Context: an optimization exercise on an open-source flow, tuned for small area. The choices shown serve that exercise and are no tape-out recipe.
The RTL was checked by simulation tests, not by an equivalence proof against the original design.
No activity file was given, so power comes from the tool's default toggle rates. The flow treats the clock pin as an ideal source, which a real chip does not have.

===== run.sh =====
#!/bin/bash
# synth_recipe.tcl (not shown) runs the flow's synth.tcl, then flattens the netlist and writes it again
# the make line also repeats each setting of config.mk as NAME=value (left out here)
make -C /OpenROAD-flow-scripts/flow DESIGN_CONFIG=/design/flow/config.mk WORK_HOME=/design/flow/orfs CLKGATE_MAP_FILE= SYNTH_SCRIPT=/design/flow/synth_recipe.tcl finish

===== config.mk =====
export PLATFORM = sky130hd
export DESIGN_NAME = aes_core_stream_bridge
export DESIGN_NICKNAME = aes_core_stream_bridge
export VERILOG_FILES = /design/flow/design.v
export SDC_FILE = /design/flow/constraint.sdc
export NUM_CORES = 4
export LEC_CHECK = 0
export CAP_MARGIN = 20
export CORE_MARGIN = 2
export CORE_UTILIZATION = 40
export SLEW_MARGIN = 20

===== design.v =====
package aes_core_stream_bridge_pkg;
  localparam int NSHARES = 2;
  localparam int WORD_W  = 32;
  function automatic int calc_nw_in(input int d, input int w);
    calc_nw_in = 256 * d / w;
  endfunction
  function automatic int calc_nw_out(input int d, input int w);
    calc_nw_out = 128 * d / w;
  endfunction
  function automatic int calc_in_cnt_w(input int d, input int w);
    calc_in_cnt_w = $clog2(calc_nw_in(d, w));
  endfunction
  function automatic int calc_out_cnt_w(input int d, input int w);
    calc_out_cnt_w = $clog2(calc_nw_out(d, w));
  endfunction
  typedef enum logic [1:0] {
    I_RST  = 2'd0,
    I_LOAD = 2'd1,
    I_FULL = 2'd2
  } in_state_t;
  typedef enum logic {
    O_EMPTY = 1'b0,
    O_DRAIN = 1'b1
  } out_state_t;
endpackage
module aes_core_stream_bridge_out_serializer
#(
  parameter int d = aes_core_stream_bridge_pkg::NSHARES,
  parameter int W = aes_core_stream_bridge_pkg::WORD_W
) (
  input  logic             clk,
  input  logic             rst,
  input  logic             started,
  input  logic             core_cipher_valid,
  output logic             core_out_ready,
  input  logic [128*d-1:0] core_sh_ciphertext,
  output logic [W-1:0]     out_data,
  output logic             out_valid,
  output logic             out_last,
  input  logic             out_ready,
  output logic             dbg_state
);
  localparam int NW_OUT = aes_core_stream_bridge_pkg::calc_nw_out(d, W);
  localparam int CW     = aes_core_stream_bridge_pkg::calc_out_cnt_w(d, W);
  localparam logic [CW-1:0] CNT_LAST = CW'(NW_OUT - 1);
  logic             state;     
  logic             empty;     
  logic [128*d-1:0] buf_q;
  logic [CW-1:0]    out_cnt;
  assign out_valid      = state;
  assign core_out_ready = empty & started;
  assign dbg_state      = state;
  always_ff @(posedge clk or negedge rst) begin
    if (!rst) begin
      state   <= aes_core_stream_bridge_pkg::O_EMPTY;
      empty   <= 1'b1;
      out_cnt <= '0;
    end else begin
      if (empty) begin
        if (core_cipher_valid && started) begin
          state <= aes_core_stream_bridge_pkg::O_DRAIN;
          empty <= 1'b0;
        end
      end else if (out_ready) begin
        out_cnt <= out_cnt + CW'(1);
        if (out_cnt == CNT_LAST) begin
          state <= aes_core_stream_bridge_pkg::O_EMPTY;
          empty <= 1'b1;
        end
      end
    end
  end
  always_ff @(posedge clk)
    buf_q <= ({128*d{empty}} & core_sh_ciphertext) | ({128*d{state}} & buf_q);
  logic [NW_OUT-1:0] sel;
  always_comb begin
    out_data = '0;
    for (int k = 0; k < NW_OUT; k++) begin
      sel[k]   = state & (out_cnt == CW'(k));
      out_data = out_data | ({W{sel[k]}} & buf_q[W*k +: W]);
    end
  end
  assign out_last = sel[NW_OUT-1];
endmodule
module aes_core_stream_bridge
#(
  parameter int d = aes_core_stream_bridge_pkg::NSHARES,
  parameter int W = aes_core_stream_bridge_pkg::WORD_W
) (
  input  logic             clk,
  input  logic             rst,
  input  logic [W-1:0]     in_data,
  input  logic             in_valid,
  input  logic             in_last,
  output logic             in_ready,
  output logic [W-1:0]     out_data,
  output logic             out_valid,
  output logic             out_last,
  input  logic             out_ready,
  output logic             err_framing,
  output logic             core_valid_in,
  input  logic             core_in_ready,
  output logic [128*d-1:0] core_sh_key,
  output logic [128*d-1:0] core_sh_plaintext,
  input  logic             core_cipher_valid,
  output logic             core_out_ready,
  input  logic [128*d-1:0] core_sh_ciphertext,
  output logic [1:0]       dbg_in_state,
  output logic             dbg_out_state
);
  localparam int NW_IN = aes_core_stream_bridge_pkg::calc_nw_in(d, W);
  localparam int CW    = aes_core_stream_bridge_pkg::calc_in_cnt_w(d, W);
  localparam int SH_W  = 128 * d;
  localparam logic [CW-1:0] CNT_LAST = CW'(NW_IN - 1);
  logic              ld;        
  logic              full_n;    
  logic [CW-1:0]     in_cnt;
  logic [CW-1:0]     in_cnt_n;  
  logic [2*SH_W-1:0] in_buf_n;
  logic              in_fire;
  logic              misframe;
  assign in_ready      = ld;
  assign core_valid_in = ~full_n;
  assign dbg_in_state  = {~full_n, ld};
  assign in_fire       = in_valid & ld;
  assign misframe      = in_last != (in_cnt == CNT_LAST);
  always_ff @(posedge clk or negedge rst) begin
    if (!rst) begin
      ld          <= 1'b0;
      full_n      <= 1'b1;
      in_cnt      <= '0;
      in_cnt_n    <= '1;
      err_framing <= 1'b0;
    end else begin
      if (!ld && full_n)
        ld <= 1'b1;                         
      if (in_fire) begin
        if (misframe) begin
          err_framing <= 1'b1;
          in_cnt      <= '0;
          in_cnt_n    <= '1;
        end else begin
          in_cnt   <= in_cnt + CW'(1);
          in_cnt_n <= in_cnt_n - CW'(1);
          if (in_last) begin
            ld     <= 1'b0;
            full_n <= 1'b0;                 
          end
        end
      end
      if (!full_n && core_in_ready) begin
        ld     <= 1'b1;
        full_n <= 1'b1;                     
      end
    end
  end
  logic [NW_IN-1:0]  we, keep;
  logic [2*SH_W-1:0] in_buf_d;
  always_comb begin
    for (int k = 0; k < NW_IN; k++) begin
      we[k]   = in_fire & (in_cnt == CW'(k));
      keep[k] = ~(in_fire & (in_cnt_n == CW'(NW_IN - 1 - k)));
      in_buf_d[W*k +: W] = ({W{we[k]}} & ~in_data) | ({W{keep[k]}} & in_buf_n[W*k +: W]);
    end
  end
  always_ff @(posedge clk) in_buf_n <= in_buf_d;
  assign core_sh_key       = ~(in_buf_n[SH_W-1:0]      | {SH_W{full_n}});
  assign core_sh_plaintext = ~(in_buf_n[2*SH_W-1:SH_W] | {SH_W{full_n}});
  aes_core_stream_bridge_out_serializer #(
    .d(d),
    .W(W)
  ) u_ser (
    .clk                (clk),
    .rst                (rst),
    .started            (ld | ~full_n),
    .core_cipher_valid  (core_cipher_valid),
    .core_out_ready     (core_out_ready),
    .core_sh_ciphertext (core_sh_ciphertext),
    .out_data           (out_data),
    .out_valid          (out_valid),
    .out_last           (out_last),
    .out_ready          (out_ready),
    .dbg_state          (dbg_out_state)
  );
endmodule

===== constraint.sdc =====
create_clock -name core_clock -period 5.0 [get_ports {clk}]
set_input_delay 1.0000 -clock core_clock [delete_from_list [all_inputs] [get_ports {clk}]]
set_output_delay 1.0000 -clock core_clock [all_outputs]
set_load 0.01 [all_outputs]

==> impl_metrics.tcl, run 1 <==
set metrics [dict create \
    outcome "timing/DRC/antenna clean" \
    timing.hold.worst.class "reg -> reg" \
    start_util_pct 40.32 \
    tritoncts "yes" \
    power_density_mw_per_mm2 509.2 \
    synth-async-reset-ratio_pct 2.041 \
    netlist-cell-type-count 43 \
    drt-vias-per-instance 5.852 \
    cts_htree_levels 3 \
    critical_path.reg2reg.startpoint "ld" \
    area_growth_pct 41.48 \
    power.ir.vdd_worst_uv 306.9 \
    drive_above_1_share_pct 7.299 \
    synth_top_area_share_pct 54.54 \
    post_synth.cell_area_avg_um2 10.39 \
    detail_route.drc_violations 0 \
    post-synth-top-count-cell "sky130_fd_sc_hd__dfxtp_1" \
    min-delay-start "in_buf_n[136]" \
    io-pin-count 848 \
    clockBufferDepth 3 \
    track_usage_pct 35.05 \
    grt_setup_unrepaired "no" \
    ys_warn_count 2 \
    first_global_vias 25716 \
    post_detail_place_hpwl_mm 92.22 \
    setup_violations 0 \
    postPlaceCellArea_mm2 0.03710 \
    synth_largest_area_cell "sky130_fd_sc_hd__dfxtp_1" \
    synth.cell_area_mm2 0.02819 \
    reg2reg_slack_ns 2.36 \
    min_period_ns 4.767 \
    hold_buffers 0 \
    average_wire_per_cell_in_the_routed_design_um 29.77 \
    layout.nets 3711 \
    largest_net_degree_at_the_start_of_global_routing 119 \
    timing.rr.end "in_buf_n[176]" \
    drt_first_pass_iters 8 \
    postSynthRegisterBits 784 \
    main_flop_type_after_synthesis "sky130_fd_sc_hd__dfxtp_1" \
    syn-num-nets 3024 \
    cts.repair_timing.setup_buffer_count 0 \
    gr-total-overflow 0 \
    worst_r2r_path_depth 5 \
    worst_ep_arrival_time_ns 3.77 \
    fin_worst_skew_ns 0.02756 \
    required_worst_endpoint_ns 4.00 \
    tightest_slew_ns 1.236 \
    clock-sinks 784 \
    final.period_utilization_pct 95.34 \
    timing.fmax_ghz 0.2098 \
    finalWirelength_mm 131.7 \
    max-cap-violations 0 \
    synth_common_cells "sky130_fd_sc_hd__dfxtp_1, sky130_fd_sc_hd__nor2_1, sky130_fd_sc_hd__o2bb2ai_1" \
    fp.dieH_um 269.5 \
    chipWidth_um 269.5 \
    grt_antenna_before_repair 28 \
    report.final.hold_viol_count 0 \
    worst_skew_pair.late_latency_ns 0.63 \
    share_of_synthesized_area_occupied_by_flip_flops_and_latches_pct 55.99 \
    cts-buffers-inserted 85 \
    drt_iter0_markers 2781 \
    port_buffers 847 \
    final-max-slew-violation-count 0 \
    cts.reportedPaths.clkPinSlew_ns 0.06 \
    detailroute.via_count 25891 \
    weighted_congestion_reported_at_the_end_of_routability_driven_placement 0.9544 \
    non_filler_cell_area_final_mm2 0.03988 \
    fp.coreArea_mm2 0.06991 \
    capturing_element_of_the_worst_setup_path "out_data[1]" \
    setup_tns_ns 0 \
    synth_edf_count 0 \
    floorplan.die_area_mm2 0.07261 \
    core.rowCount 97 \
    post_synth_main_area_contributors "sky130_fd_sc_hd__dfxtp_1, sky130_fd_sc_hd__o2bb2ai_1, sky130_fd_sc_hd__a22o_1" \
    netlist_instances 2714 \
    ant_nets 0 \
    postCtsResizedCells 0 \
    timing_worst_setup_path_type "reg -> out" \
    cp_max_fo 37 \
    max-slew-margin-rel_pct 17.36 \
    p_leak_nw 14.93 \
    setup.worst_path.start "u_ser.out_cnt[2]" \
    cts_root_buffer "sky130_fd_sc_hd__clkbuf_16" \
    critical_path.endpoint_type "output port" \
    critPathLaunchType "flop" \
    grt_first_pass_wirelength_mm 188.7 \
]
-- worst max-delay path, stage by stage (launching register included) --
cell,delay [ns]
sky130_fd_sc_hd__dfrtp_2,0.84
sky130_fd_sc_hd__buf_4,0.52
sky130_fd_sc_hd__and2_1,0.58
sky130_fd_sc_hd__buf_4,0.30
sky130_fd_sc_hd__a222oi_1,0.09
sky130_fd_sc_hd__nand2_1,0.11
sky130_fd_sc_hd__o21a_1,0.13
sky130_fd_sc_hd__clkdlybuf4s50_1,0.58
-- kinds of logic (layout without fill, tap and decap cells) --
group	count (synthesis)	after routing	share of synthesized area (%)
AO/OA/AOI/OAI	946	946	29.22
XOR/XNOR	3	3	0.1199
adder cells (fa/ha/maj)	15	15	0.6658
buffers and inverters	335	1087	5.207
flip-flops	784	784	55.99
multiplexers	1	1	0.03995
other	0	18	0
AND/OR/NAND/NOR	630	630	8.758
-- power by group --
part | leakage [nW] | total, mW | internal (mW) | switching [mW]
Sequential | 6.45 | 8.97 | 7.84 | 1.13
Combinational | 7.12 | 5.09 | 2.54 | 2.55
Clock | 1.36 | 6.25 | 3.65 | 2.59
-- routing by layer --
metal	vias up	part of all wire, %	track usage (%)
met5	-	0.039	0
met4	10	6.4	20.04
met3	326	8.2	9.057
met2	1311	46	55.64
met1	12862	40	43.19
li1	11382	-	-
-- stage by stage --
stage	total power, mW	utilization, %	cells	hold WS, ns	worst slack, ns
2_1_floorplan	11.64	-	2714	0.4333	2.042
3_3_place_gp	13.96	53.07	4254	0.4460	1.019
3_5_place_dp	14.03	53.07	4254	0.4472	0.9417
4_1_cts	20.31	57.00	4406	0.4650	0.2399
5_1_grt	21.10	57.04	4422	0.4703	0.05908
6_report	20.31	57.05	4424	0.4617	0.2332
-- layout make-up --
type                    count  area, µm²
fillers                  6052      30030
multi-input cells        1595      10960
clock inverters            27      259.0
flip-flops and latches    784      15800
diodes                     18      45.04
inverters                  10      37.54
clock buffers             125       2490
repair buffers            925       9123
well taps                 940       1176
-- registers in the layout, summed over array words and instances (netlist names) --
name and flops:
u_ser.empty 1, full_n 1, u_ser.state 1, u_ser.buf_q 256, u_ser.out_cnt 3, in_cnt_n 4
err_framing 1, in_buf_n 512, ld 1, in_cnt 4
-- how the worst min path moves through the flow --
stage | end | slack [ns] | depth (start not counted)
6_report | in_buf_n[136] | 0.46 | 1
5_1_grt | in_buf_n[75] | 0.47 | 1
4_1_cts | in_buf_n[274] | 0.47 | 1
3_5_place_dp | in_buf_n[125] | 0.45 | 1
3_3_place_gp | in_buf_n[170] | 0.45 | 1
2_1_floorplan | in_buf_n[0] | 0.43 | 1
-- cells in the final DEF, fill, tap and decap left out, drive strengths merged, types with 2 or more instances in the layout --
master and count:
nand2 70, a311oi 2, o21ai 9, nor3b 2, diode 18, nand4 4
clkdlybuf4s50 843, a21boi 8, a221oi 32, dfrtp 10, dfxtp 768, clkinvlp 2
clkbuf 125, a222oi 40, nand3 15, and2 4, nor3 4, buf 82
ha 15, o21a 24, nor2 520, a22oi 24, o2bb2ai 512, nand2b 2
bufinv 4, clkinv 16, a31oi 2, a22o 256, a21o 9, a21oi 27
inv 15, dfstp 6, xnor2 3, nor2b 4
==> run 2, diff against run 1 <==
==> flow/run.sh (new file) <==
#!/bin/bash
# Own layout flow: the standard flow (standard.sh, standard synthesis
# unchanged) with two changes to how the layout is made:
#  - port buffers use the smallest buffer cell (buf_1) instead of the one
#    buffer_ports picks by default (clkdlybuf4s50_1); every port still gets
#    its buffer;
#  - CTS inserts no dummy loads.
# Make's full output goes to flow_make.log in this folder.
set -euo pipefail
export BUFFER_PORTS_ARGS="-buffer_cell sky130_fd_sc_hd__buf_1"
export CTS_ARGS="-sink_clustering_enable -repair_clock_nets -dont_use_dummy_load"
bash standard.sh > flow_make.log 2>&1
==> standard.sh (new file) <==
#!/bin/bash
# synth_recipe.tcl (not shown) runs the flow's synth.tcl, then flattens the netlist and writes it again
# the make line also repeats each setting of config.mk as NAME=value (left out here)
make -C /OpenROAD-flow-scripts/flow DESIGN_CONFIG=/design/flow/config.mk WORK_HOME=/design/flow/orfs CLKGATE_MAP_FILE= SYNTH_SCRIPT=/design/flow/synth_recipe.tcl "${@:-finish}"
removed: run.sh
==> run 2 against run 1 <==
- core utilization fell by 8.5 points
- critical path type unchanged
- still clean
- largest cell class unchanged
- fmax rose by 6.0%
- clock skew rose by 0.033 ns
- synthesized area did not move
- wire length fell by 11%
- clock-buffer cell count fell by 41
- setup slack improved by 0.27 ns
- final cell count fell by 1.4%
==> impl_metrics.tcl, run 2 <==
set metrics [dict create \
    worst_ep_arrival_time_ns 3.50 \
    drt_first_pass_iters 8 \
    dp_slack_ns 1.135 \
    hold_buffers 0 \
    ant_nets 0 \
    timing.fmax_ghz 0.2224 \
    timing.hold.worst.class "in -> async" \
    gr-total-overflow 0 \
    cts.repair_timing.setup_buffer_count 0 \
    tightest_slew_ns 1.137 \
    ys_warn_count 2 \
    final_common_cell "sky130_fd_sc_hd__buf_1" \
    post-synth-top-count-cell "sky130_fd_sc_hd__dfxtp_1" \
    post_detail_place_hpwl_mm 80.26 \
    layout_top_registers "in_buf_n: 512 flops, u_ser.buf_q: 256 flops" \
    weighted_congestion_reported_at_the_end_of_routability_driven_placement 0.9187 \
    setup_tns_ns 0 \
    drt_iter0_markers 2655 \
    track_usage_pct 30.97 \
    drive_above_1_share_pct 6.171 \
    nFillCells 6686 \
    syn-num-nets 3024 \
    start_util_pct 40.32 \
    power.ir.vdd_worst_uv 259.6 \
    grt_antenna_before_repair 33 \
    critical_path.endpoint_type "output port" \
    main_flop_type_after_synthesis "sky130_fd_sc_hd__dfxtp_1" \
    critPathLaunchType "flop" \
    power_density_mw_per_mm2 544.0 \
    postCtsResizedCells 0 \
    finalWirelength_mm 117.6 \
    share_of_synthesized_area_occupied_by_flip_flops_and_latches_pct 55.99 \
    netlist-cell-type-count 43 \
    cts_root_buffer "sky130_fd_sc_hd__clkbuf_16" \
    largest_register_ffs 512 \
    final_cell_mix "sky130_fd_sc_hd__buf_1, sky130_fd_sc_hd__dfxtp_1, sky130_fd_sc_hd__nor2_1, sky130_fd_sc_hd__o2bb2ai_1, sky130_fd_sc_hd__a22o_1" \
    first_global_vias 23964 \
    average_wire_per_cell_in_the_routed_design_um 26.97 \
    cpPeakStageDelay_ns 0.93 \
    synth_largest_area_cell "sky130_fd_sc_hd__dfxtp_1" \
    io-pin-count 848 \
    synth_edf_count 0 \
    cts.reportedPaths.clkPinSlew_ns 0.05 \
    crit_chain "inv_1 > ha_2 > nor2b_1 > a222oi_1 > a21boi_0 > buf_1" \
    chipWidth_um 269.5 \
    netlist_instances 2714 \
    timing_worst_setup_path_type "reg -> out" \
    cp_num_buf_inv 2 \
    final_util_pct 48.56 \
    cts-buffers-inserted 84 \
    port_buffers 847 \
    max-cap-violations 0 \
    cts_htree_levels 3 \
    report.final.hold_viol_count 0 \
    clockBufferDepth 3 \
    setup_slack_ns 0.5029 \
    fin_worst_skew_ns 0.06045 \
    setup_violations 0 \
    largest_net_degree_at_the_start_of_global_routing 163 \
    grt_setup_unrepaired "no" \
    tritoncts "yes" \
    register_containing_the_most_flip_flops_in_the_final_layout "in_buf_n" \
    grt_first_pass_wirelength_mm 168.8 \
    fp.coreArea_mm2 0.06991 \
    outcome "timing/DRC/antenna clean" \
    synth_top_area_share_pct 54.54 \
    max-slew-margin-rel_pct 24.20 \
    min_period_ns 4.497 \
    critical_path.top_delay_family "simple AND/OR/NAND/NOR gates" \
    final-max-slew-violation-count 0 \
    p_leak_nw 12.52 \
    ff_latch_area_mm2 0.01580 \
    critical_path.reg2reg.startpoint "ld" \
    post_synth.cell_area_avg_um2 10.39 \
    synth.cell_area_mm2 0.02819 \
    area_growth_pct 20.43 \
    post_synth_main_area_contributors "sky130_fd_sc_hd__dfxtp_1, sky130_fd_sc_hd__o2bb2ai_1, sky130_fd_sc_hd__a22o_1" \
    cp_max_fo 30 \
    setup.worst_path.start "u_ser.out_cnt[0]" \
    worst_skew_pair.late_latency_ns 0.65 \
    layout.nets 3699 \
    synth-async-reset-ratio_pct 2.041 \
    clock-sinks 784 \
    fp.dieH_um 269.5 \
    whs_ns 0.3337 \
    core.rowCount 97 \
    postSynthRegisterBits 784 \
    final.period_utilization_pct 89.94 \
    multi_input_comb_area_mm2 0.01096 \
    detail_route.drc_violations 0 \
    drt-vias-per-instance 5.780 \
    detailroute.via_count 25200 \
    required_worst_endpoint_ns 4.00 \
    critPathSlowestCell "sky130_fd_sc_hd__nor2b_1" \
    floorplan.die_area_mm2 0.07261 \
    synth_common_cells "sky130_fd_sc_hd__dfxtp_1, sky130_fd_sc_hd__nor2_1, sky130_fd_sc_hd__o2bb2ai_1" \
]
[run 2: area by class of cell]
type | instances | area share [%]
inverters | 10 | 0.1106
flip-flops and latches | 784 | 46.53
diodes | 33 | 0.2433
well taps | 940 | 3.465
repair buffers | 914 | 11.19
multi-input cells | 1595 | 32.27
clock buffers | 84 | 6.192
[run 2: kinds of logic (layout without fill, tap and decap cells)]
group | Yosys count | count (layout) | share of synthesized area, %
multiplexers | 1 | 1 | 0.03995
adder cells (fa/ha/maj) | 15 | 15 | 0.6658
other | 0 | 33 | 0
XOR/XNOR | 3 | 3 | 0.1199
AND/OR/NAND/NOR | 630 | 630 | 8.758
AO/OA/AOI/OAI | 946 | 946 | 29.22
flip-flops | 784 | 784 | 55.99
buffers and inverters | 335 | 1008 | 5.207
[run 2: metrics by stage]
step | std cells | power [mW] | instance area, µm²
3_5_place_dp | 4243 | 13.16 | 31760
3_3_place_gp | 4242 | 13.13 | 31740
6_report | 4360 | 18.47 | 33950
4_1_cts | 4327 | 18.45 | 33860
5_1_grt | 4355 | 19.24 | 33940
2_1_floorplan | 2714 | 11.64 | 28190
[run 2: power by group]
part | switching, mW | leakage, nW | total (mW) | internal [mW]
clock | 2.35 | 1.04 | 5.29 | 2.94
combinational | 2.39 | 5.03 | 4.20 | 1.80
sequential | 1.15 | 6.45 | 8.99 | 7.84
total | 5.89 | 12.5 | 18.5 | 12.6
[run 2: path summary, 6_finish.rpt]
check                                    to  slack (ns)  cells past startpoint
max                            out_data[18]        0.50                      6
min                        u_ser.out_cnt[1]        0.33                      1
max reg2reg                   in_buf_n[160]        2.38                      5
min reg2reg                     err_framing        0.46                      1
max in group asynchronous       in_cnt_n[2]        4.31                      1
min in group core_clock         err_framing        0.46                      1
[run 2: layer usage]
metal	vias to the layer above	part of all wire, %	wire [µm]	track usage [%]
met4	2	5.8	6839	17.37
met2	1285	45	52640	47.80
met3	305	8.0	9431	6.759
met5	-	0.0094	11	0
li1	11322	-	-	-
met1	12286	41	48660	40.21
==> run 3, diff against run 2 <==
--- a/design.v
+++ b/design.v
@@ -116,5 +116,5 @@
   logic              full_n;    
   logic [CW-1:0]     in_cnt;
-  logic [CW-1:0]     in_cnt_n;  
+  logic              ld_n;      
   logic [2*SH_W-1:0] in_buf_n;
   logic              in_fire;
@@ -130,19 +130,20 @@
       full_n      <= 1'b1;
       in_cnt      <= '0;
-      in_cnt_n    <= '1;
+      ld_n        <= 1'b1;
       err_framing <= 1'b0;
     end else begin
-      if (!ld && full_n)
-        ld <= 1'b1;                         
+      if (!ld && full_n) begin
+        ld   <= 1'b1;                       
+        ld_n <= 1'b0;
+      end
       if (in_fire) begin
         if (misframe) begin
           err_framing <= 1'b1;
           in_cnt      <= '0;
-          in_cnt_n    <= '1;
         end else begin
           in_cnt   <= in_cnt + CW'(1);
-          in_cnt_n <= in_cnt_n - CW'(1);
           if (in_last) begin
             ld     <= 1'b0;
+            ld_n   <= 1'b1;
             full_n <= 1'b0;                 
           end
@@ -151,17 +152,15 @@
       if (!full_n && core_in_ready) begin
         ld     <= 1'b1;
+        ld_n   <= 1'b0;
         full_n <= 1'b1;                     
       end
     end
   end
-  logic [NW_IN-1:0]  we, keep;
+  logic              shift, hold;
   logic [2*SH_W-1:0] in_buf_d;
-  always_comb begin
-    for (int k = 0; k < NW_IN; k++) begin
-      we[k]   = in_fire & (in_cnt == CW'(k));
-      keep[k] = ~(in_fire & (in_cnt_n == CW'(NW_IN - 1 - k)));
-      in_buf_d[W*k +: W] = ({W{we[k]}} & ~in_data) | ({W{keep[k]}} & in_buf_n[W*k +: W]);
-    end
-  end
+  assign shift = in_valid & ld;
+  assign hold  = ~in_valid | ld_n;
+  assign in_buf_d = ({2*SH_W{shift}} & {~in_data, in_buf_n[2*SH_W-1:W]})
+                  | ({2*SH_W{hold}}  & in_buf_n);
   always_ff @(posedge clk) in_buf_n <= in_buf_d;
   assign core_sh_key       = ~(in_buf_n[SH_W-1:0]      | {SH_W{full_n}});
==> flow/run.sh (replaced) <==
#!/bin/bash
# Own layout flow: the standard flow (standard.sh, standard synthesis
# unchanged) with changes only to how the layout is made:
#  - port buffers use the smallest buffer cell (buf_1) instead of the one
#    buffer_ports picks by default (clkdlybuf4s50_1); every port still gets
#    its buffer;
#  - CTS inserts no dummy loads and clusters up to 25 sinks per leaf buffer
#    (clock tree from the clock port through clkbuf_16 buffers, as before).
# Make's full output goes to flow_make.log in this folder; ORFS's per-step
# logs stay under orfs/logs.
set -euo pipefail
export BUFFER_PORTS_ARGS="-buffer_cell sky130_fd_sc_hd__buf_1"
export CTS_ARGS="-sink_clustering_enable -repair_clock_nets -dont_use_dummy_load -sink_clustering_size 25 -sink_clustering_max_diameter 100"
bash standard.sh > flow_make.log 2>&1
==> run 3 against run 2 <==
- clock-buffer cell count down 46
- synthesized cell count fell by 3.6%
- non-clock buffer count shrank 36
- critical endpoint is now out_data[7]
==> impl_metrics.tcl, run 3 <==
set metrics [dict create \
    outcome "timing/DRC/antenna clean" \
    final_util_pct 46.83 \
    p_leak_nw 12.55 \
    postPlaceCellArea_mm2 0.03092 \
    largest_register_ffs 512 \
    drt_first_pass_iters 8 \
    final_cell_mix "sky130_fd_sc_hd__buf_1, sky130_fd_sc_hd__a22o_1, sky130_fd_sc_hd__dfxtp_1, sky130_fd_sc_hd__nor2_1, sky130_fd_sc_hd__nand2_1" \
    critPathSlowestCell "sky130_fd_sc_hd__ha_1" \
    hold_buffers 0 \
    timing.fmax_ghz 0.2287 \
    track_usage_pct 30.16 \
    cts_root_buffer "sky130_fd_sc_hd__clkbuf_16" \
    place_inst 4107 \
    synth_largest_area_cell "sky130_fd_sc_hd__dfxtp_1" \
    power.ir.vdd_worst_uv 324.7 \
    cts.repair_timing.setup_buffer_count 0 \
    stdcell_count 4175 \
    cts_htree_levels 2 \
    fp.dieH_um 266 \
    final-max-slew-violation-count 0 \
    worst_skew_pair.late_latency_ns 0.61 \
    detail_route.drc_violations 0 \
    finalWirelength_mm 113.1 \
    drt-vias-per-instance 5.727 \
    post_synth.cell_area_avg_um2 10.50 \
    final_common_cell "sky130_fd_sc_hd__buf_1" \
    syn-num-nets 2917 \
    synth_top_area_share_pct 55.99 \
    ys_warn_count 2 \
    fin_worst_skew_ns 0.07074 \
    share_of_synthesized_area_occupied_by_flip_flops_and_latches_pct 57.19 \
    synth-async-reset-ratio_pct 1.665 \
    report.final.hold_viol_count 0 \
    tightest_slew_ns 1.101 \
    post_detail_place_hpwl_mm 85.37 \
    crit_path_frequent_cell "sky130_fd_sc_hd__a221o_1" \
    register_containing_the_most_flip_flops_in_the_final_layout "in_buf_n" \
    synth.cell_area_mm2 0.02746 \
    netlist_instances 2615 \
    main_flop_type_after_synthesis "sky130_fd_sc_hd__dfxtp_1" \
    power_density_mw_per_mm2 446.7 \
    tritoncts "yes" \
    layout_top_registers "in_buf_n: 512 flops, u_ser.buf_q: 256 flops, in_cnt: 4 flops" \
    first_global_vias 21970 \
    grt_first_pass_wirelength_mm 158.4 \
    non_filler_cell_area_final_mm2 0.03195 \
    largest_net_degree_at_the_start_of_global_routing 149 \
    floorplan.die_area_mm2 0.07076 \
    average_wire_per_cell_in_the_routed_design_um 27.09 \
    setup_violations 0 \
    cts.reportedPaths.clkPinSlew_ns 0.10 \
    io-pin-count 848 \
    max-slew-margin-rel_pct 26.57 \
    layout.nets 3567 \
    cp_num_buf_inv 3 \
    drt_iter0_markers 2535 \
    core.rowCount 96 \
    area_growth_pct 16.37 \
    grt_setup_unrepaired "no" \
    netlist-cell-type-count 36 \
    clock-sinks 781 \
    gr-total-overflow 0 \
    final.period_utilization_pct 87.46 \
    clockBufferDepth 3 \
    postCtsResizedCells 0 \
    worst_ep_arrival_time_ns 3.37 \
    chipWidth_um 266 \
    ant_nets 0 \
    cpPeakStageDelay_ns 0.96 \
    weighted_congestion_reported_at_the_end_of_routability_driven_placement 1.066 \
    fp.coreArea_mm2 0.06823 \
    setup_tns_ns 0 \
    post_synth_main_area_contributors "sky130_fd_sc_hd__dfxtp_1, sky130_fd_sc_hd__a22o_1, sky130_fd_sc_hd__nor2_1" \
    cp_max_fo 23 \
    detailroute.via_count 23910 \
    critical_path.top_delay_family "adder cells" \
    max-cap-violations 0 \
    grt_antenna_before_repair 53 \
    port_buffers 847 \
    timing_worst_setup_path_type "reg -> out" \
    post-synth-top-count-cell "sky130_fd_sc_hd__a22o_1" \
    drive_above_1_share_pct 2.819 \
    finalPower_mw 14.27 \
    synth_edf_count 0 \
    synth_common_cells "sky130_fd_sc_hd__a22o_1, sky130_fd_sc_hd__dfxtp_1, sky130_fd_sc_hd__nor2_1" \
    postSynthRegisterBits 781 \
    start_util_pct 40.25 \
    min_period_ns 4.373 \
    critical_path.endpoint_type "output port" \
    required_worst_endpoint_ns 4.00 \
    timing.hold.worst.class "in -> async" \
    cts-buffers-inserted 38 \
    crit_chain "inv_1 > ha_1 > buf_4 > a22o_1 > a221o_1 > a221o_1 > buf_1" \
    critPathLaunchType "flop" \
]
==> run 3: cell types whose count changed after synthesis, moves of 13 or more <==
| cell | previous run | this run |
|---|---|---|
| sky130_fd_sc_hd__a221o_1 | 0 | 33 |
| sky130_fd_sc_hd__a221oi_1 | 32 | 6 |
| sky130_fd_sc_hd__a222oi_1 | 40 | 23 |
| sky130_fd_sc_hd__a22o_1 | 256 | 770 |
| sky130_fd_sc_hd__a22oi_1 | 24 | 6 |
| sky130_fd_sc_hd__buf_1 | 47 | 15 |
| sky130_fd_sc_hd__clkbuf_1 | 160 | 136 |
| sky130_fd_sc_hd__mux2i_1 | 0 | 13 |
| sky130_fd_sc_hd__nand3_1 | 15 | 2 |
| sky130_fd_sc_hd__o21a_1 | 24 | 0 |
| sky130_fd_sc_hd__o21ai_0 | 9 | 54 |
| sky130_fd_sc_hd__o2bb2ai_1 | 492 | 1 |
| sky130_fd_sc_hd__o2bb2ai_2 | 20 | 0 |
==> run 3: layout make-up <==
cell class / count / area (µm²)
fillers: 6623 / 36270
diodes: 30 / 75.07
repair buffers: 878 / 3525
multi-input cells: 1560 / 10560
well taps: 882 / 1104
clock buffers: 38 / 950.9
inverters: 6 / 22.52
flip-flops and latches: 781 / 15720
==> run 3: worst paths after layout <==
check | start | endpoint | slack [ns] | cells past startpoint
min in group core_clock | u_ser.buf_q[94] | u_ser.buf_q[94] | 0.48 | 1
setup reg to reg | u_ser.empty | u_ser.buf_q[211] | 2.42 | 2
hold / removal | rst | in_cnt[1] | 0.47 | 1
max in group asynchronous | rst | u_ser.state | 3.85 | 1
setup / recovery | u_ser.out_cnt[2] | out_data[7] | 0.63 | 7
hold reg to reg | u_ser.buf_q[94] | u_ser.buf_q[94] | 0.48 | 1
==> run 3: report_power, final <==
| group | switching (mW) | internal, mW | leakage [nW] |
|---|---|---|---|
| Combinational | 1.39 | 1.10 | 5.63 |
| Clock | 1.99 | 1.37 | 0.468 |
| Sequential | 1.16 | 7.27 | 6.46 |
==> run 3: logic make-up (layout without fill, tap and decap cells) <==
logic type                 count (synthesis)  in the layout  share of synthesized area [%]
buffers and inverters                    274            922                          4.393
adders and majority gates                  7              7                         0.3190
DFF                                      781            781                          57.19
other                                      0             30                              0
xor gates and xnor gates                   2              2                        0.06381
and+or+nand+nor                          599            599                          8.344
AOI/OAI and AO/OA                        931            931                          28.89
muxes                                     21             21                         0.8020
==> run 3: stage by stage <==
step	setup WS [ns]	hold slack [ns]
floorplan	1.811	0.4334
global placement	1.258	0.4509
detailed placement	1.265	0.4486
CTS	0.6692	0.4372
global route	0.5361	0.4756
finish	0.6272	0.4658
==> run 3: layer usage <==
layer  part of all wire (%)  routed length (µm)  up-vias  GRT usage, %
met5                  0.011                  13        -             0
met4                    3.6                4105        2         11.13
met3                    6.8                7702      189         5.730
met2                     48               53920     1004         49.67
met1                     42               47340    11790         39.34
li1                       -                   -    10925             -
==> run 4, diff against run 3 <==
==> flow/run.sh (replaced) <==
#!/bin/bash
# Own layout flow: the standard flow (standard.sh, standard synthesis
# unchanged) with changes only to how the layout is made:
#  - port buffers use the smallest buffer cell (buf_1) instead of the one
#    buffer_ports picks by default (clkdlybuf4s50_1); every port still gets
#    its buffer;
#  - CTS inserts no dummy loads and clusters up to 30 sinks per leaf buffer
#    (clock tree from the clock port through clkbuf_16 buffers, as before).
# Make's full output goes to flow_make.log in this folder; ORFS's per-step
# logs stay under orfs/logs.
set -euo pipefail
export BUFFER_PORTS_ARGS="-buffer_cell sky130_fd_sc_hd__buf_1"
export CTS_ARGS="-sink_clustering_enable -repair_clock_nets -dont_use_dummy_load -sink_clustering_size 30 -sink_clustering_max_diameter 120"
bash standard.sh > flow_make.log 2>&1
==> run 4 against run 3 <==
- non-clock buffer count is the same
- clock skew down 0.030 ns
- first-iteration DRC count shrank 0.59%
==> impl_metrics.tcl, run 4 <==
set metrics [dict create \
    tightest_slew_ns 1.099 \
    syn-num-nets 2917 \
    synth_largest_area_cell "sky130_fd_sc_hd__dfxtp_1" \
    postPlaceCellArea_mm2 0.03092 \
    cp_num_buf_inv 3 \
    fp.dieH_um 266 \
    synth_edf_count 0 \
    ant_nets 0 \
    grt_setup_unrepaired "no" \
    synth_compound_area_share_pct 28.89 \
    timing.hold.worst.class "in -> async" \
    min_period_ns 4.455 \
    fp.coreArea_mm2 0.06823 \
    netlist-cell-type-count 36 \
    drt-vias-per-instance 5.749 \
    first_global_vias 21827 \
    adder_cell_fraction_of_synth_area_pct 0.3190 \
    synth_top_family_by_area "compound AO/OA/AOI/OAI gates" \
    synth.cell_area_mm2 0.02746 \
    synth_common_cells "sky130_fd_sc_hd__a22o_1, sky130_fd_sc_hd__dfxtp_1, sky130_fd_sc_hd__nor2_1" \
    crit_path_frequent_cell "sky130_fd_sc_hd__a221o_1" \
    grt_first_pass_wirelength_mm 157.9 \
    drt_iter0_markers 2520 \
    average_wire_per_cell_in_the_routed_design_um 27.01 \
    io-pin-count 848 \
    finalPower_mw 13.91 \
    synth_mux_area_share_pct 0.8020 \
    final_cell_mix "sky130_fd_sc_hd__buf_1, sky130_fd_sc_hd__a22o_1, sky130_fd_sc_hd__dfxtp_1, sky130_fd_sc_hd__nor2_1, sky130_fd_sc_hd__nand2_1" \
    gr-total-overflow 0 \
    drive_above_1_share_pct 2.581 \
    max-cap-violations 0 \
    critPathLaunchType "flop" \
    critical_path.endpoint_type "output port" \
    report.final.hold_viol_count 0 \
    cp_max_fo 23 \
    cpPeakStageDelay_ns 0.97 \
    p_sw_share_pct 32.09 \
    cell_internal_power_dissipation_mw 9.449 \
    critPathSlowestCell "sky130_fd_sc_hd__ha_1" \
    power_frac_clock_pct 21.5 \
    required_worst_endpoint_ns 4.00 \
    synth_simple_gate_area_share_pct 8.344 \
    post_detail_place_hpwl_mm 85.37 \
    postSynthRegisterBits 781 \
    max-slew-margin-rel_pct 26.75 \
    dp_slack_ns 1.265 \
    final.period_utilization_pct 89.09 \
    detail_route.drc_violations 0 \
    hold_buffers 0 \
    largest_register_ffs 512 \
    worst_ep_arrival_time_ns 3.45 \
    crit_chain "inv_1 > ha_1 > buf_4 > a22o_1 > a221o_1 > a221o_1 > buf_1" \
    setup_violations 0 \
    clockBufferDepth 3 \
    post_synth.cell_area_avg_um2 10.50 \
    p_sw_mw 4.464 \
    main_flop_type_after_synthesis "sky130_fd_sc_hd__dfxtp_1" \
    clock-sinks 781 \
    worst_skew_pair.late_latency_ns 0.64 \
    cts.reportedPaths.clkPinSlew_ns 0.12 \
    final-max-slew-violation-count 0 \
    layout.nets 3559 \
    floorplan.die_area_mm2 0.07076 \
    multi_input_comb_area_mm2 0.01056 \
    timing.fmax_ghz 0.2245 \
    final_common_cell "sky130_fd_sc_hd__buf_1" \
    start_util_pct 40.25 \
    register_containing_the_most_flip_flops_in_the_final_layout "in_buf_n" \
    synth_top_area_share_pct 55.99 \
    port_buffers 847 \
    combPwrFrac_pct 17.9 \
    layout_top_registers "in_buf_n: 512 flops, u_ser.buf_q: 256 flops, in_cnt: 4 flops" \
    detailroute.via_count 23963 \
    area_growth_pct 15.65 \
    outcome "timing/DRC/antenna clean" \
    yosys.area_share.xor_xnor_pct 0.06380 \
    drt_first_pass_iters 8 \
    weighted_congestion_reported_at_the_end_of_routability_driven_placement 1.066 \
    power.ir.vdd_worst_uv 325.8 \
    nFillCells 6652 \
    ff_latch_area_mm2 0.01572 \
    grt_antenna_before_repair 56 \
    cts_root_buffer "sky130_fd_sc_hd__clkbuf_16" \
    synth-async-reset-ratio_pct 1.665 \
    power.sequential.fraction_pct 60.6 \
    p_leak_nw 12.45 \
    fin_worst_skew_ns 0.04077 \
    ys_warn_count 2 \
    cts-buffers-inserted 30 \
    largest_net_degree_at_the_start_of_global_routing 149 \
    core.rowCount 96 \
    cts.repair_timing.setup_buffer_count 0 \
    post_synth_main_area_contributors "sky130_fd_sc_hd__dfxtp_1, sky130_fd_sc_hd__a22o_1, sky130_fd_sc_hd__nor2_1" \
    netlist_instances 2615 \
    track_usage_pct 29.96 \
    setup_slack_ns 0.5455 \
    chipWidth_um 266 \
    finalWirelength_mm 112.6 \
    timing_worst_setup_path_type "reg -> out" \
    critical_path.top_delay_family "adder cells" \
    post-synth-top-count-cell "sky130_fd_sc_hd__a22o_1" \
    postCtsResizedCells 0 \
    power_density_mw_per_mm2 438.1 \
    share_of_synthesized_area_occupied_by_flip_flops_and_latches_pct 57.19 \
    non_filler_cell_area_final_mm2 0.03176 \
    setup_tns_ns 0 \
    cts_htree_levels 1 \
    tritoncts "yes" \
    whs_ns 0.4274 \
]
run 4: cell counts after synthesis:
Identical to the previous run, type by type.
run 4: power groups by stage:
stage	Sequential [mW]	Combinational, mW	Clock (mW)
after floorplan	7.91	1.97	0
after global placement	8.55	2.38	0
after detailed placement	8.53	2.45	0
after CTS	8.39	2.46	3.07
after global routing	8.53	2.68	3.27
final	8.42	2.49	2.99
run 4: kinds of logic after synthesis:
group | count (synthesis)
compound gates | 931
flops | 781
simple gates | 599
buf+inv | 274
mux | 21
fa+ha+maj | 7
xor+xnor | 2
run 4: worst paths after layout:
kind,start,cells after the start,slack [ns],endpoint
worst max-delay path,u_ser.out_cnt[2],7,0.55,out_data[7]
worst min-delay path,rst,1,0.43,in_cnt[2]
worst max register to register,u_ser.empty,2,2.47,u_ser.buf_q[80]
worst min register to register,u_ser.buf_q[203],1,0.47,u_ser.buf_q[203]
max in group asynchronous,rst,1,3.92,u_ser.state
min in group core_clock,u_ser.buf_q[203],1,0.47,u_ser.buf_q[203]
run 4: metrics by stage:
stage / utilization (%) / std cells
2_1_floorplan: - / 2615
3_3_place_gp: 45.33 / 4107
3_5_place_dp: 45.33 / 4107
5_1_grt: 46.51 / 4159
6_report: 46.54 / 4168
4_1_cts: 46.43 / 4137
run 4: routing by layer:
metal	track usage [%]	wire, µm
met1	39.42	47240
met3	5.250	7278
met2	49.54	53930
met4	10.49	4105
met5	0	11
run 4: cell type report:
class	instances	share of cell area (%)
timing repair buffer	878	11.10
multi-input combinational	1560	33.25
inverter	6	0.07092
clock buffer	30	2.364
sequential	781	49.49
antenna	31	0.2443
tap	882	3.475

[separate check: timing with driven ports]
The flow's constraints put no driver on any port. The routed layouts listed below were extracted and timed again, unchanged, in two steps.
Step 1 assumes that a clkbuf_16 drives the clock port and a buf_2 every other input.
Step 2 also shifts input and output timing later by t, the mid clock arrival at the registers, as if the neighbouring blocks saw the same clock.
Three values: ideal ports, drivers, drivers and shift; two values: the first two.
| run | t (ns) | slack for setup (ns) | clock arrival spread, ns | worst register clock-pin slew, ns | worst slew at a driven data input, ns |
|---|---|---|---|---|---|
| run 1 | 0.690 | 0.233 / 0.163 / 0.853 | 0.027 / 0.027 | 0.07 / 0.07 | 0.20 |
| run 2 | 0.675 | 0.503 / 0.433 / 1.108 | 0.085 / 0.085 | 0.06 / 0.06 | 0.19 |
| run 3 | 0.640 | 0.627 / 0.557 / 1.197 | 0.073 / 0.072 | 0.10 / 0.10 | 0.17 |
| run 4 | 0.685 | 0.545 / 0.479 / 1.164 | 0.041 / 0.041 | 0.12 / 0.12 | 0.16 |
After both steps every run listed still meets setup and hold.
